This is an optimization exercise on Yosys and OpenROAD, whose aim is small area and a short achievable clock period, not a production implementation. RTL that was checked went through simulation tests only; none was proved equivalent to the original. No activity file was given, so power comes from the tool's default toggle rates.

==> tundra <==
==> flow/design.v <==
module bbox_extent (
    input  logic [143:0] triangle,
    input  logic [47:0]  screen,
    input  logic [2:0]   grid,
    output logic [3:0]   ord_x,
    output logic [3:0]   ord_y,
    output logic         uclip_x,
    output logic         uclip_y,
    output logic         on_screen
);
    localparam integer SIGFIG = 24;
    localparam integer RADIX  = 10;
    function automatic logic gt_u(input logic [SIGFIG-1:0] a,
                                  input logic [SIGFIG-1:0] b);
        logic [31:0] g, l;
        g = {8'b0, a & ~b};
        l = {8'b0, ~a & b};
        for (int s = 1; s < 32; s = s * 2) begin
            for (int i = 0; i < 32; i = i + 2 * s) begin
                g[i] = g[i+s] | (~l[i+s] & g[i]);
                l[i] = l[i+s] | (~g[i+s] & l[i]);
            end
        end
        gt_u = g[0];
    endfunction
    function automatic logic gt_s(input logic [SIGFIG-1:0] a,
                                  input logic [SIGFIG-1:0] b);
        gt_s = gt_u({~a[SIGFIG-1], a[SIGFIG-2:0]}, {~b[SIGFIG-1], b[SIGFIG-2:0]});
    endfunction
    function automatic logic [SIGFIG-1:0] floor_g(input logic [SIGFIG-1:0] v,
                                                  input logic [2:0] g);
        floor_g = {v[SIGFIG-1:RADIX], v[RADIX-1:RADIX-3] & g, {(RADIX-3){1'b0}}};
    endfunction
    function automatic logic [6:0] axis(input logic [SIGFIG-1:0] a,
                                        input logic [SIGFIG-1:0] b,
                                        input logic [SIGFIG-1:0] c,
                                        input logic [SIGFIG-1:0] s,
                                        input logic [2:0] g);
        logic [SIGFIG-1:0] fa, fb, fc;
        logic gt_a, gt_b, gt_c;
        fa = floor_g(a, g);
        fb = floor_g(b, g);
        fc = floor_g(c, g);
        axis[0] = !gt_s(fa, fb);
        axis[1] = !gt_s(fa, fc);
        axis[2] = !gt_s(fb, fc);
        axis[3] = a[SIGFIG-1] | b[SIGFIG-1] | c[SIGFIG-1];
        gt_a = gt_s(fa, s);
        gt_b = gt_s(fb, s);
        gt_c = gt_s(fc, s);
        axis[4] = gt_a | gt_b | gt_c;
        axis[5] = !(a[SIGFIG-1] & b[SIGFIG-1] & c[SIGFIG-1]);
        axis[6] = !(gt_a & gt_b & gt_c);
    endfunction
    logic [6:0] ax, ay;
    assign ax = axis(triangle[143:120], triangle[95:72], triangle[47:24], screen[47:24], grid);
    assign ay = axis(triangle[119:96],  triangle[71:48], triangle[23:0],  screen[23:0],  grid);
    assign ord_x     = ax[3:0];
    assign uclip_x   = ax[4];
    assign ord_y     = ay[3:0];
    assign uclip_y   = ay[4];
    assign on_screen = ax[5] & ax[6] & ay[5] & ay[6];
endmodule
module bbox_snap_clip (
    input  logic [143:0] triangle,
    input  logic [47:0]  screen,
    input  logic [2:0]   grid,
    input  logic [3:0]   ord_x,
    input  logic [3:0]   ord_y,
    input  logic         uclip_x,
    input  logic         uclip_y,
    output logic [95:0]  box
);
    localparam integer SIGFIG = 24;
    localparam integer RADIX  = 10;
    function automatic logic [SIGFIG-1:0] pick(input logic [2:0] sel,
                                               input logic [SIGFIG-1:0] a,
                                               input logic [SIGFIG-1:0] b,
                                               input logic [SIGFIG-1:0] c);
        pick = ({SIGFIG{sel[0]}} & a)
             | ({SIGFIG{sel[1]}} & b)
             | ({SIGFIG{sel[2]}} & c);
    endfunction
    function automatic logic [SIGFIG-1:0] floor_g(input logic [SIGFIG-1:0] v,
                                                  input logic [2:0] g);
        floor_g = {v[SIGFIG-1:RADIX], v[RADIX-1:RADIX-3] & g, {(RADIX-3){1'b0}}};
    endfunction
    function automatic logic [2:0] min_sel(input logic [3:0] o);
        min_sel[0] = !o[3] &  o[0] &  o[1];
        min_sel[1] = !o[3] & !o[0] &  o[2];
        min_sel[2] = !o[3] & !o[1] & !o[2];
    endfunction
    function automatic logic [2:0] max_sel(input logic [3:0] o);
        max_sel[0] = !o[0] & !o[1];
        max_sel[1] =  o[0] & !o[2];
        max_sel[2] =  o[1] &  o[2];
    endfunction
    logic [SIGFIG-1:0] lx, ly, ux, uy;
    assign lx = floor_g(pick(min_sel(ord_x), triangle[143:120], triangle[95:72], triangle[47:24]), grid);
    assign ly = floor_g(pick(min_sel(ord_y), triangle[119:96],  triangle[71:48], triangle[23:0]),  grid);
    assign ux = floor_g(pick(max_sel(ord_x), triangle[143:120], triangle[95:72], triangle[47:24]), grid);
    assign uy = floor_g(pick(max_sel(ord_y), triangle[119:96],  triangle[71:48], triangle[23:0]),  grid);
    assign box[95:72] = {1'b0, lx[SIGFIG-2:0]};
    assign box[71:48] = {1'b0, ly[SIGFIG-2:0]};
    assign box[47:24] = uclip_x ? screen[47:24] : ux;
    assign box[23:0]  = uclip_y ? screen[23:0]  : uy;
endmodule
module bbox_pipe #(
    parameter integer W = 144
) (
    input  logic         clk,
    input  logic         reset,
    input  logic         halt,
    input  logic [W-1:0] in_data,
    input  logic         in_valid,
    output logic [W-1:0] d0,
    output logic [W-1:0] d1,
    output logic [W-1:0] d2,
    output logic         v0
);
    always_ff @(posedge clk) begin
        if (!halt) begin
            d0 <= in_data;
            d1 <= d0;
            d2 <= d1;
        end
    end
    always_ff @(posedge clk) begin
        if (reset) begin
            v0 <= 1'b0;
        end else if (!halt) begin
            v0 <= in_valid;
        end
    end
endmodule
module bbox_top (
    input  logic         clk,
    input  logic         reset,
    input  logic [143:0] triangle,
    input  logic         tri_valid,
    input  logic [47:0]  screen,
    input  logic [3:0]   msaa,
    input  logic         halt,
    output logic         out_valid,
    output logic [143:0] out_triangle,
    output logic [95:0]  out_box
);
    logic [143:0] tri_s0, tri_s1, tri_s2;
    logic         v0, v1, v2;
    logic [2:0]   grid;
    always_comb begin
        case (msaa)
            4'b0100: grid = 3'b100;
            4'b0010: grid = 3'b110;
            4'b0001: grid = 3'b111;
            default: grid = 3'b000;
        endcase
    end
    bbox_pipe #(.W(144)) u_pipe (
        .clk      (clk),
        .reset    (reset),
        .halt     (halt),
        .in_data  (triangle),
        .in_valid (tri_valid),
        .d0       (tri_s0),
        .d1       (tri_s1),
        .d2       (tri_s2),
        .v0       (v0)
    );
    logic [3:0] ord_x_c, ord_y_c;
    logic       uclip_x_c, uclip_y_c, on_screen_c;
    bbox_extent u_extent (
        .triangle  (tri_s0),
        .screen    (screen),
        .grid      (grid),
        .ord_x     (ord_x_c),
        .ord_y     (ord_y_c),
        .uclip_x   (uclip_x_c),
        .uclip_y   (uclip_y_c),
        .on_screen (on_screen_c)
    );
    logic [3:0] ord_x, ord_y;
    logic       uclip_x, uclip_y;
    always_ff @(posedge clk) begin
        if (!halt) begin
            ord_x   <= ord_x_c;
            ord_y   <= ord_y_c;
            uclip_x <= uclip_x_c;
            uclip_y <= uclip_y_c;
        end
    end
    logic [95:0] box_c;
    logic [95:0] box;
    bbox_snap_clip u_snap_clip (
        .triangle (tri_s1),
        .screen   (screen),
        .grid     (grid),
        .ord_x    (ord_x),
        .ord_y    (ord_y),
        .uclip_x  (uclip_x),
        .uclip_y  (uclip_y),
        .box      (box_c)
    );
    always_ff @(posedge clk) begin
        if (!halt) begin
            box <= box_c;
        end
    end
    always_ff @(posedge clk) begin
        if (reset) begin
            v1 <= 1'b0;
            v2 <= 1'b0;
        end else if (!halt) begin
            v1 <= v0 & on_screen_c;
            v2 <= v1;
        end
    end
    assign out_valid    = v2;
    assign out_triangle = tri_s2;
    assign out_box      = box;
endmodule
==> flow/flow/run.sh <==
#!/bin/bash
set -o pipefail
HERE=$(pwd)
bash standard.sh "BUFFER_PORTS_ARGS=-buffer_cell sky130_fd_sc_hd__buf_1" \
    POST_GLOBAL_PLACE_TCL=$HERE/flow/outbuf.tcl finish > standard.log 2>&1
==> flow/flow/outbuf.tcl <==
# Output port buffers: buf_1 -> buf_2
set block [ord::get_db_block]
set buf2 [[ord::get_db] findMaster sky130_fd_sc_hd__buf_2]
set n 0
foreach bt [$block getBTerms] {
  if { [$bt getIoType] != "OUTPUT" } { continue }
  set net [$bt getNet]
  if { $net == "NULL" } { continue }
  foreach it [$net getITerms] {
    set inst [$it getInst]
    if { [$it isOutputSignal] && [[$inst getMaster] getName] == "sky130_fd_sc_hd__buf_1" } {
      $inst swapMaster $buf2
      incr n
    }
  }
}
puts "outbuf.tcl: $n output port buffers made buf_2"
estimate_parasitics -placement
==> flow/standard.sh <==
#!/bin/bash
# synth_recipe.tcl (not shown) runs the flow's synth.tcl, then flattens the netlist and writes it again
# the make line also repeats each setting of config.mk as NAME=value (left out here)
make -C /OpenROAD-flow-scripts/flow DESIGN_CONFIG=/design/flow/config.mk WORK_HOME=/design/flow/orfs CLKGATE_MAP_FILE= SYNTH_SCRIPT=/design/flow/synth_recipe.tcl "${@:-finish}"
==> flow/config.mk <==
export PLATFORM = sky130hd
export DESIGN_NAME = bbox_top
export DESIGN_NICKNAME = bbox_top
export VERILOG_FILES = /design/flow/design.v
export SDC_FILE = /design/flow/constraint.sdc
export NUM_CORES = 4
export LEC_CHECK = 0
export ABC_AREA = 1
export CAP_MARGIN = 20
export CORE_MARGIN = 2
export CORE_UTILIZATION = 70
export CTS_CLUSTER_DIAMETER = 100
export CTS_CLUSTER_SIZE = 24
export SETUP_SLACK_MARGIN = 3.7
export SLEW_MARGIN = 20
==> flow/constraint.sdc <==
create_clock -name core_clock -period 6.0 [get_ports {clk}]
set_input_delay 1.2000 -clock core_clock [delete_from_list [all_inputs] [get_ports {clk}]]
set_output_delay 1.2000 -clock core_clock [all_outputs]
set_load 0.01 [all_outputs]
==> maple: changes against tundra <==
==> flow/design.v, changed modules only <==
module bbox_extent (
    input  logic [143:0] triangle,
    input  logic [47:0]  screen,
    input  logic [2:0]   grid,
    output logic [2:0]   ord_x,
    output logic [2:0]   ord_y,
    output logic         uclip_x,
    output logic         uclip_y,
    output logic         on_screen
);
    localparam integer SIGFIG = 24;
    localparam integer RADIX  = 10;
    function automatic logic gt_u(input logic [SIGFIG-1:0] a,
                                  input logic [SIGFIG-1:0] b);
        logic [31:0] g, l;
        g = {8'b0, a & ~b};
        l = {8'b0, ~a & b};
        for (int s = 1; s < 32; s = s * 2) begin
            for (int i = 0; i < 32; i = i + 2 * s) begin
                g[i] = g[i+s] | (~l[i+s] & g[i]);
                l[i] = l[i+s] | (~g[i+s] & l[i]);
            end
        end
        gt_u = g[0];
    endfunction
    function automatic logic gt_s(input logic [SIGFIG-1:0] a,
                                  input logic [SIGFIG-1:0] b);
        gt_s = gt_u({~a[SIGFIG-1], a[SIGFIG-2:0]}, {~b[SIGFIG-1], b[SIGFIG-2:0]});
    endfunction
    function automatic logic [SIGFIG-1:0] floor_g(input logic [SIGFIG-1:0] v,
                                                  input logic [2:0] g);
        floor_g = {v[SIGFIG-1:RADIX], v[RADIX-1:RADIX-3] & g, {(RADIX-3){1'b0}}};
    endfunction
    function automatic logic [5:0] axis(input logic [SIGFIG-1:0] a,
                                        input logic [SIGFIG-1:0] b,
                                        input logic [SIGFIG-1:0] c,
                                        input logic [SIGFIG-1:0] s,
                                        input logic [2:0] g);
        logic [SIGFIG-1:0] fa, fb, fc;
        logic gt_a, gt_b, gt_c;
        fa = floor_g(a, g);
        fb = floor_g(b, g);
        fc = floor_g(c, g);
        axis[0] = !gt_s(fa, fb);
        axis[1] = !gt_s(fa, fc);
        axis[2] = !gt_s(fb, fc);
        gt_a = gt_s(fa, s);
        gt_b = gt_s(fb, s);
        gt_c = gt_s(fc, s);
        axis[3] = gt_a | gt_b | gt_c;
        axis[4] = !(a[SIGFIG-1] & b[SIGFIG-1] & c[SIGFIG-1]);
        axis[5] = !(gt_a & gt_b & gt_c);
    endfunction
    logic [5:0] ax, ay;
    assign ax = axis(triangle[143:120], triangle[95:72], triangle[47:24], screen[47:24], grid);
    assign ay = axis(triangle[119:96],  triangle[71:48], triangle[23:0],  screen[23:0],  grid);
    assign ord_x     = ax[2:0];
    assign uclip_x   = ax[3];
    assign ord_y     = ay[2:0];
    assign uclip_y   = ay[3];
    assign on_screen = ax[4] & ax[5] & ay[4] & ay[5];
endmodule
module bbox_snap_clip (
    input  logic [143:0] triangle,
    input  logic [47:0]  screen,
    input  logic [2:0]   grid,
    input  logic [2:0]   ord_x,
    input  logic [2:0]   ord_y,
    input  logic         uclip_x,
    input  logic         uclip_y,
    output logic [95:0]  box
);
    localparam integer SIGFIG = 24;
    localparam integer RADIX  = 10;
    function automatic logic [SIGFIG-1:0] pick(input logic [2:0] sel,
                                               input logic [SIGFIG-1:0] a,
                                               input logic [SIGFIG-1:0] b,
                                               input logic [SIGFIG-1:0] c);
        pick = ({SIGFIG{sel[0]}} & a)
             | ({SIGFIG{sel[1]}} & b)
             | ({SIGFIG{sel[2]}} & c);
    endfunction
    function automatic logic [SIGFIG-1:0] floor_g(input logic [SIGFIG-1:0] v,
                                                  input logic [2:0] g);
        floor_g = {v[SIGFIG-1:RADIX], v[RADIX-1:RADIX-3] & g, {(RADIX-3){1'b0}}};
    endfunction
    function automatic logic [2:0] min_sel(input logic [2:0] o,
                                           input logic neg);
        min_sel[0] = !neg &  o[0] &  o[1];
        min_sel[1] = !neg & !o[0] &  o[2];
        min_sel[2] = !neg & !o[1] & !o[2];
    endfunction
    function automatic logic [2:0] max_sel(input logic [2:0] o);
        max_sel[0] = !o[0] & !o[1];
        max_sel[1] =  o[0] & !o[2];
        max_sel[2] =  o[1] &  o[2];
    endfunction
    logic [SIGFIG-1:0] lx, ly, ux, uy;
    logic              neg_x, neg_y;
    assign neg_x = triangle[143] | triangle[95] | triangle[47];
    assign neg_y = triangle[119] | triangle[71] | triangle[23];
    assign lx = floor_g(pick(min_sel(ord_x, neg_x), triangle[143:120], triangle[95:72], triangle[47:24]), grid);
    assign ly = floor_g(pick(min_sel(ord_y, neg_y), triangle[119:96],  triangle[71:48], triangle[23:0]),  grid);
    assign ux = floor_g(pick(max_sel(ord_x), triangle[143:120], triangle[95:72], triangle[47:24]), grid);
    assign uy = floor_g(pick(max_sel(ord_y), triangle[119:96],  triangle[71:48], triangle[23:0]),  grid);
    assign box[95:72] = {1'b0, lx[SIGFIG-2:0]};
    assign box[71:48] = {1'b0, ly[SIGFIG-2:0]};
    assign box[47:24] = uclip_x ? screen[47:24] : ux;
    assign box[23:0]  = uclip_y ? screen[23:0]  : uy;
endmodule
module bbox_top (
    input  logic         clk,
    input  logic         reset,
    input  logic [143:0] triangle,
    input  logic         tri_valid,
    input  logic [47:0]  screen,
    input  logic [3:0]   msaa,
    input  logic         halt,
    output logic         out_valid,
    output logic [143:0] out_triangle,
    output logic [95:0]  out_box
);
    logic [143:0] tri_s0, tri_s1, tri_s2;
    logic         v0, v1, v2;
    logic [2:0]   grid_in;
    logic [2:0]   grid;
    always_comb begin
        case (msaa)
            4'b0100: grid_in = 3'b100;
            4'b0010: grid_in = 3'b110;
            4'b0001: grid_in = 3'b111;
            default: grid_in = 3'b000;
        endcase
    end
    always_ff @(posedge clk) begin
        grid <= grid_in;
    end
    bbox_pipe #(.W(144)) u_pipe (
        .clk      (clk),
        .reset    (reset),
        .halt     (halt),
        .in_data  (triangle),
        .in_valid (tri_valid),
        .d0       (tri_s0),
        .d1       (tri_s1),
        .d2       (tri_s2),
        .v0       (v0)
    );
    logic [2:0] ord_x_c, ord_y_c;
    logic       uclip_x_c, uclip_y_c, on_screen_c;
    bbox_extent u_extent (
        .triangle  (tri_s0),
        .screen    (screen),
        .grid      (grid),
        .ord_x     (ord_x_c),
        .ord_y     (ord_y_c),
        .uclip_x   (uclip_x_c),
        .uclip_y   (uclip_y_c),
        .on_screen (on_screen_c)
    );
    logic [2:0] ord_x, ord_y;
    logic       uclip_x, uclip_y;
    always_ff @(posedge clk) begin
        if (!halt) begin
            ord_x   <= ord_x_c;
            ord_y   <= ord_y_c;
            uclip_x <= uclip_x_c;
            uclip_y <= uclip_y_c;
        end
    end
    logic [95:0] box_c;
    logic [95:0] box;
    bbox_snap_clip u_snap_clip (
        .triangle (tri_s1),
        .screen   (screen),
        .grid     (grid),
        .ord_x    (ord_x),
        .ord_y    (ord_y),
        .uclip_x  (uclip_x),
        .uclip_y  (uclip_y),
        .box      (box_c)
    );
    always_ff @(posedge clk) begin
        if (!halt) begin
            box <= box_c;
        end
    end
    always_ff @(posedge clk) begin
        if (reset) begin
            v1 <= 1'b0;
            v2 <= 1'b0;
        end else if (!halt) begin
            v1 <= v0 & on_screen_c;
            v2 <= v1;
        end
    end
    assign out_valid    = v2;
    assign out_triangle = tri_s2;
    assign out_box      = box;
endmodule
- CORE_UTILIZATION: 70 -> 65
- CTS_CLUSTER_DIAMETER: 100 -> 150
- CTS_CLUSTER_SIZE: 24 -> 30
==> notes.md <==
item	tundra	maple
Via count of the first global-routing pass	16000	14606
Critical path's largest stage delay	0.52 ns	0.48 ns
Worst setup path startpoint	out_box[31]	out_box[1]
Power consumed by sequential cells	0.00456 W	0.00452 W
WL met2	31.0 mm	26.4 mm
Fin util	83.1%	76.2%
Placeable core region	30400 um2	32700 um2
End of the critical path	out_box[31]	out_box[1]
Result of the run	complete, no violations	complete, no violations
Detailed Route Iter0 Violations	2918	1823
Synthesized flop and latch total	525	526
Clock net power	0.00188 W	0.00172 W
Simple-Gate Fraction of Synth Area	13.2%	12.9%
Highest signal layer in the routed design	met5	met4
Multi-input gate share of the layout cell area	20.2%	19.6%
Met3 usage in global routing	7.72%	3.52%
Cell variety after synth	41	44
No functional check of the RTL was part of maple.

## port drivers added, routing unchanged
Ports are ideal in the flow. The routed layouts listed here were re-timed in OpenROAD. Step 1 sets driving cells, clkbuf_16 on the clock port and buf_2 on the other inputs (assumed; they add their load-dependent delay and slew). Step 2 moves the port delays by t, midway between the first and last clock arrival at a register: inputs arrive t later, outputs are due t later. That takes back most of the time a late clock gives input paths. Three values: ideal ports, drivers, drivers and shift; two values: the first two.
run | shift t [ns] | setup WS [ns] | clock arrival spread, ns
tundra | 0.625 | 3.495 / 3.442 / 2.844 | 0.040 / 0.040
maple | 0.599 | 3.586 / 3.532 / 3.054 | 0.051 / 0.051
After both steps every run listed still meets setup and hold. For tundra, which loses most, drivers alone change the setup slack by -0.053 ns; drivers and shift together by -0.651 ns.
